Background: an optimization exercise with open tools, aiming at small area. Do not read the settings as production practice.
The RTL was checked by simulation tests, not by an equivalence proof against the original design.
No activity file was given, so power comes from the tool's default toggle rates.

## run A
==> flow/design.v (excerpt) <==
module macro_stream_out (
   input  logic        clk,
   input  logic        rst,
   input  logic        en,
   input  logic        in_valid,
   input  logic        barrier,
   input  logic [15:0] u_x,
   input  logic [15:0] u_y,
   input  logic [15:0] rho,
   output logic        out_valid,
   input  logic        out_ready,
   output logic [39:0] out_data,
   output logic        frame_done,
   output logic [15:0] frame_count,
   output logic        overflow
);
Size: ~1,000 cells after synthesis, about 110 I/O pins.
Settings: LEC_CHECK=0, CAP_MARGIN=5, CORE_MARGIN=2, CORE_UTILIZATION=60, CTS_CLUSTER_DIAMETER=80, CTS_CLUSTER_SIZE=30, SLEW_MARGIN=5; clock period 10.0 ns.
standard.sh (not shown) runs the stock make flow with config.mk's settings and CLKGATE_MAP_FILE= SYNTH_SCRIPT=/design/flow/synth_recipe.tcl, a recipe that flattens the netlist after the stock synthesis.
==> flow/flow/run.sh <==
#!/bin/bash
# Layout flow: the standard synthesis, then a netlist pass that re-chooses full-adder
# polarity to drop inverters (flow/polarity.py), then the standard layout from the
# floorplan on, with the ports buffered by the smallest buffer.
set -euo pipefail
W=$PWD
R=$W/orfs/results/$FLOW_PLATFORM/macro_stream_out/base
bash standard.sh synth > $W/synth.log 2>&1
cp $R/1_2_yosys.v $W/1_2_yosys.standard.v
python3 $W/flow/polarity.py $W/1_2_yosys.standard.v $R/1_2_yosys.v > $W/polarity.log 2>&1
rm -f $R/1_synth.odb $R/1_synth.sdc
bash standard.sh "BUFFER_PORTS_ARGS=-buffer_cell sky130_fd_sc_hd__buf_1" finish > $W/layout.log 2>&1
Other scripts of this flow, unchanged in this note and not shown: flow/flow/polarity.py
No stage failed in run A, and the final checks on the layout all came back clean.
Here is what was changed in the inputs of run B compared with run A.
- PLACE_DENSITY newly set to 0.45
- CORE_UTILIZATION changed from 60 to 40
==> comparison <==
- Compared with run A, run B shows a wire length of the first global-routing pass that is about 11% higher.
- Measured against each other, run B and run A differ in die boundary height, the lower figure coming from run A.
- On final critical delay including setup and external delays: between run B and run A, it ends up lower for run B.
- Total buffers and inverters traversed by the critical path up 1 in run B wrt run A
- The capture point of the worst path comes out c1_q[11] in one run and c1_q[6] in the other, namely in run A and run B respectively.
- Looking at run B and run A, the maximum frequency from static timing analysis is a wash.
- Run B vs. run A: fraction of final layout cells sized beyond drive strength 1 went up by 1.5 points.
- Per the comparison of run B with run A, total power now sits higher; largest stage delay on the critical path went down 0.02 ns; clock share of power higher.
The following lists how run C was set up differently from run B:
- clearing PLACE_DENSITY, which used to be 0.45
## What came out
On biggest cell delay along the critical path, run C tracks run B almost exactly. Run C ended with more proportion of power drawn by flip-flops and latches than run B. The power in sequential cells on run B is in line with that on run C.
Modified inputs, run D compared to run C
diff --git a/flow/flow/run.sh b/flow/flow/run.sh
--- a/flow/flow/run.sh
+++ b/flow/flow/run.sh
@@ -11,2 +11,2 @@
 rm -f $R/1_synth.odb $R/1_synth.sdc
-bash standard.sh "BUFFER_PORTS_ARGS=-buffer_cell sky130_fd_sc_hd__buf_1" finish > $W/layout.log 2>&1
+bash standard.sh "BUFFER_PORTS_ARGS=-buffer_cell sky130_fd_sc_hd__buf_2" finish > $W/layout.log 2>&1
Notes after the runs:
Run D ended with every stage complete and zero timing, DRC or antenna violations.
Measured against each other, run D and run C differ in total power, the lower figure coming from run D.
Share of the clock period used by the worst path after layout: run D < run C
Run C → run D: portion of total power attributed to sequential cells now larger; combinational fraction of design power barely changed; via count now sits at about the same level; detailed-route DRC error count was more or less identical; standard cell area after detailed placement essentially unchanged.
The following lists how run E was set up differently from run D:
- GPL_ROUTABILITY_DRIVEN now 0, previously not set
- PLACE_DENSITY now 0.9, previously not set
diff --git a/flow/flow/run.sh b/flow/flow/run.sh
--- a/flow/flow/run.sh
+++ b/flow/flow/run.sh
@@ -11,2 +11,2 @@
 rm -f $R/1_synth.odb $R/1_synth.sdc
-bash standard.sh "BUFFER_PORTS_ARGS=-buffer_cell sky130_fd_sc_hd__buf_2" finish > $W/layout.log 2>&1
+bash standard.sh "BUFFER_PORTS_ARGS=-buffer_cell sky130_fd_sc_hd__buf_1" finish > $W/layout.log 2>&1
==> comparison <==
The run showing the smaller count of clock buffers in the final design is run D.
The lower minimum hold slack came out of run D.
Run D reports its launching element of the worst setup path as u_x[3] while run E reports u_y[2].
Run D → run E: critical path depth up about 7%; signed area change from the synthesized netlist to the final layout down 0.66 points.

---

macro_stream_out, a different RTL version from the one above (not shown whole).
Size in the first run: roughly 1200 cells after synthesis, roughly 320 flip-flops, ~110 I/O pins, roughly 17000 sq um of cells after synthesis.
==> flow/design.v (excerpt) <==
module macro_stream_out (
   input  logic        clk,
   input  logic        rst,
   input  logic        en,
   input  logic        in_valid,
   input  logic        barrier,
   input  logic [15:0] u_x,
   input  logic [15:0] u_y,
   input  logic [15:0] rho,
   output logic        out_valid,
   input  logic        out_ready,
   output logic [39:0] out_data,
   output logic        frame_done,
   output logic [15:0] frame_count,
   output logic        overflow
);
make LEC_CHECK=0 CAP_MARGIN=20 CORE_MARGIN=2 CORE_UTILIZATION=40 SLEW_MARGIN=20 finish   # period 10.0 ns
run.sh (not shown) runs the stock make flow with config.mk's settings and CLKGATE_MAP_FILE= SYNTH_SCRIPT=/design/flow/synth_recipe.tcl, a recipe that flattens the netlist after the stock synthesis.
Stock flow here: none of the scripts above is used.
Rerun with:
Settings changed: CTS_CLUSTER_DIAMETER set to 80, CTS_CLUSTER_SIZE set to 30.
The changed run went through all stages and came out clean.
Worst setup slack loses 0.069 ns.
Total power fell by 11%.
Cell area fell by 2.8%.
Worst hold slack gains 0.016 ns.
Via count fell by 1.7%.
Wire length fell by 1.8%.
Sequential cell count stays the same.
Register-to-register slack loses 0.04 ns.
First-iteration DRC count rose by 7.2%.
Final cell count fell by 1.8%.
Rerun with:
Settings changed: CTS_CLUSTER_DIAMETER 80 to 60, CTS_CLUSTER_SIZE 30 to 24.
Core utilization rises by 0.56 points.
Worst setup slack gains 0.021 ns.
Clock skew falls by 0.0088 ns.
Total power rises by 5.5%.
Count of clock-buffer cells in the layout rises by 4.
Combinational power is about the same.

---

RTL: one of the versions met above, not the one the previous note started from.
Size: roughly 110 I/O pins, about 0.015 mm^2 of cells after synthesis.
clock: 10.0 ns
lec_check: 0
cap_margin: 5
core_margin: 2
core_utilization: 40
cts_cluster_diameter: 80
cts_cluster_size: 30
place_density: 0.95
slew_margin: 5
standard.sh (not shown) runs the stock make flow with config.mk's settings and CLKGATE_MAP_FILE= SYNTH_SCRIPT=/design/flow/synth_recipe.tcl, a recipe that flattens the netlist after the stock synthesis.
==> flow/flow/run.sh <==
#!/bin/bash
# Layout flow: the standard synthesis, then a netlist clean-up pass (flow/polarity.py:
# buffers out, smallest drive strengths, full-adder polarity), then the standard layout from the
# floorplan on, with the ports buffered by the smallest buffer.
set -euo pipefail
W=$PWD
R=$W/orfs/results/$FLOW_PLATFORM/macro_stream_out/base
bash standard.sh synth > $W/synth.log 2>&1
cp $R/1_2_yosys.v $W/1_2_yosys.standard.v
python3 $W/flow/polarity.py $W/1_2_yosys.standard.v $R/1_2_yosys.v $FLOW_HOME/platforms/$FLOW_PLATFORM/lib/sky130_fd_sc_hd__tt_025C_1v80.lib > $W/polarity.log 2>&1
rm -f $R/1_synth.odb $R/1_synth.sdc
bash standard.sh "BUFFER_PORTS_ARGS=-buffer_cell sky130_fd_sc_hd__buf_1" finish > $W/layout.log 2>&1
Other scripts of this flow, unchanged in this note and not shown: flow/flow/polarity.py
The first run finished with timing, DRC and antenna clean.
Change:
--- a/flow/config.mk
+++ b/flow/config.mk
@@ -12,3 +12,3 @@
 export CTS_CLUSTER_SIZE = 30
-export PLACE_DENSITY = 0.95
+export PLACE_DENSITY = 0.9
 export SLEW_MARGIN = 5
Hold slack barely changes; sequential power barely changes; wire length went down by 0.45%; register-to-register slack gets better by 0.70 ns; sequential cell count stays the same; die area does not change.

==> static timing again, ports no longer ideal <==
No port has a modelled driver above. Below, the same layouts with a new extraction and two added sets of constraints.
Step 1 (the two cells are an assumption about what drives the block):
set clk [get_ports {clk}]
set_driving_cell -lib_cell sky130_fd_sc_hd__clkbuf_16 $clk
set_driving_cell -lib_cell sky130_fd_sc_hd__buf_2 [delete_from_list [all_inputs] $clk]
Step 2 adds t to the input delays and takes it off the output delays; t is the mean of the earliest and latest rising clock arrival at the registers after step 1. Input paths then give back, and output paths get back, about the clock's delay inside the block.
Three values: no drivers, after step 1, after step 2; two values: the first two.
| run | t, ns | setup WS [ns] | hold slack, ns | worst data-port slew with drivers (ns) | cell pins on the clock port's net |
|---|---|---|---|---|---|
| run A | 0.532 | 0.391 / 0.415 / -0.116 | 0.305 / 0.305 / 0.305 | 0.06 | 1 |
| run B | 0.557 | 0.417 / 0.443 / -0.114 | 0.308 / 0.308 / 0.308 | 0.04 | 1 |
| run C | 0.524 | 0.438 / 0.460 / -0.064 | 0.332 / 0.332 / 0.332 | 0.08 | 1 |
| run D | 0.535 | 0.504 / 0.531 / -0.004 | 0.325 / 0.325 / 0.325 | 0.08 | 1 |
| run E | 0.531 | 0.496 / 0.519 / -0.012 | 0.331 / 0.331 / 0.331 | 0.10 | 1 |
| the first run of note 2 | 0.591 | 0.616 / 0.637 / 0.046 | 0.320 / 0.320 / 0.320 | 0.06 | 1 |
| the second run of note 2 | 0.528 | 0.547 / 0.569 / 0.041 | 0.335 / 0.335 / 0.335 | 0.06 | 1 |
| the third run of note 2 | 0.546 | 0.568 / 0.590 / 0.044 | 0.319 / 0.319 / 0.319 | 0.06 | 1 |
| the first run of note 3 | 0.526 | 0.325 / 0.346 / -0.180 | 0.332 / 0.332 / 0.332 | 0.08 | 1 |
| the second run of note 3 | 0.534 | 0.379 / 0.400 / -0.134 | 0.332 / 0.332 / 0.332 | 0.09 | 1 |
Met with ideal ports but missed after step 2: setup timing in 7 of these runs. The setup slack of the first run of note 2, which loses most, moves by +0.021 ns with the drivers and by -0.570 ns with both steps.
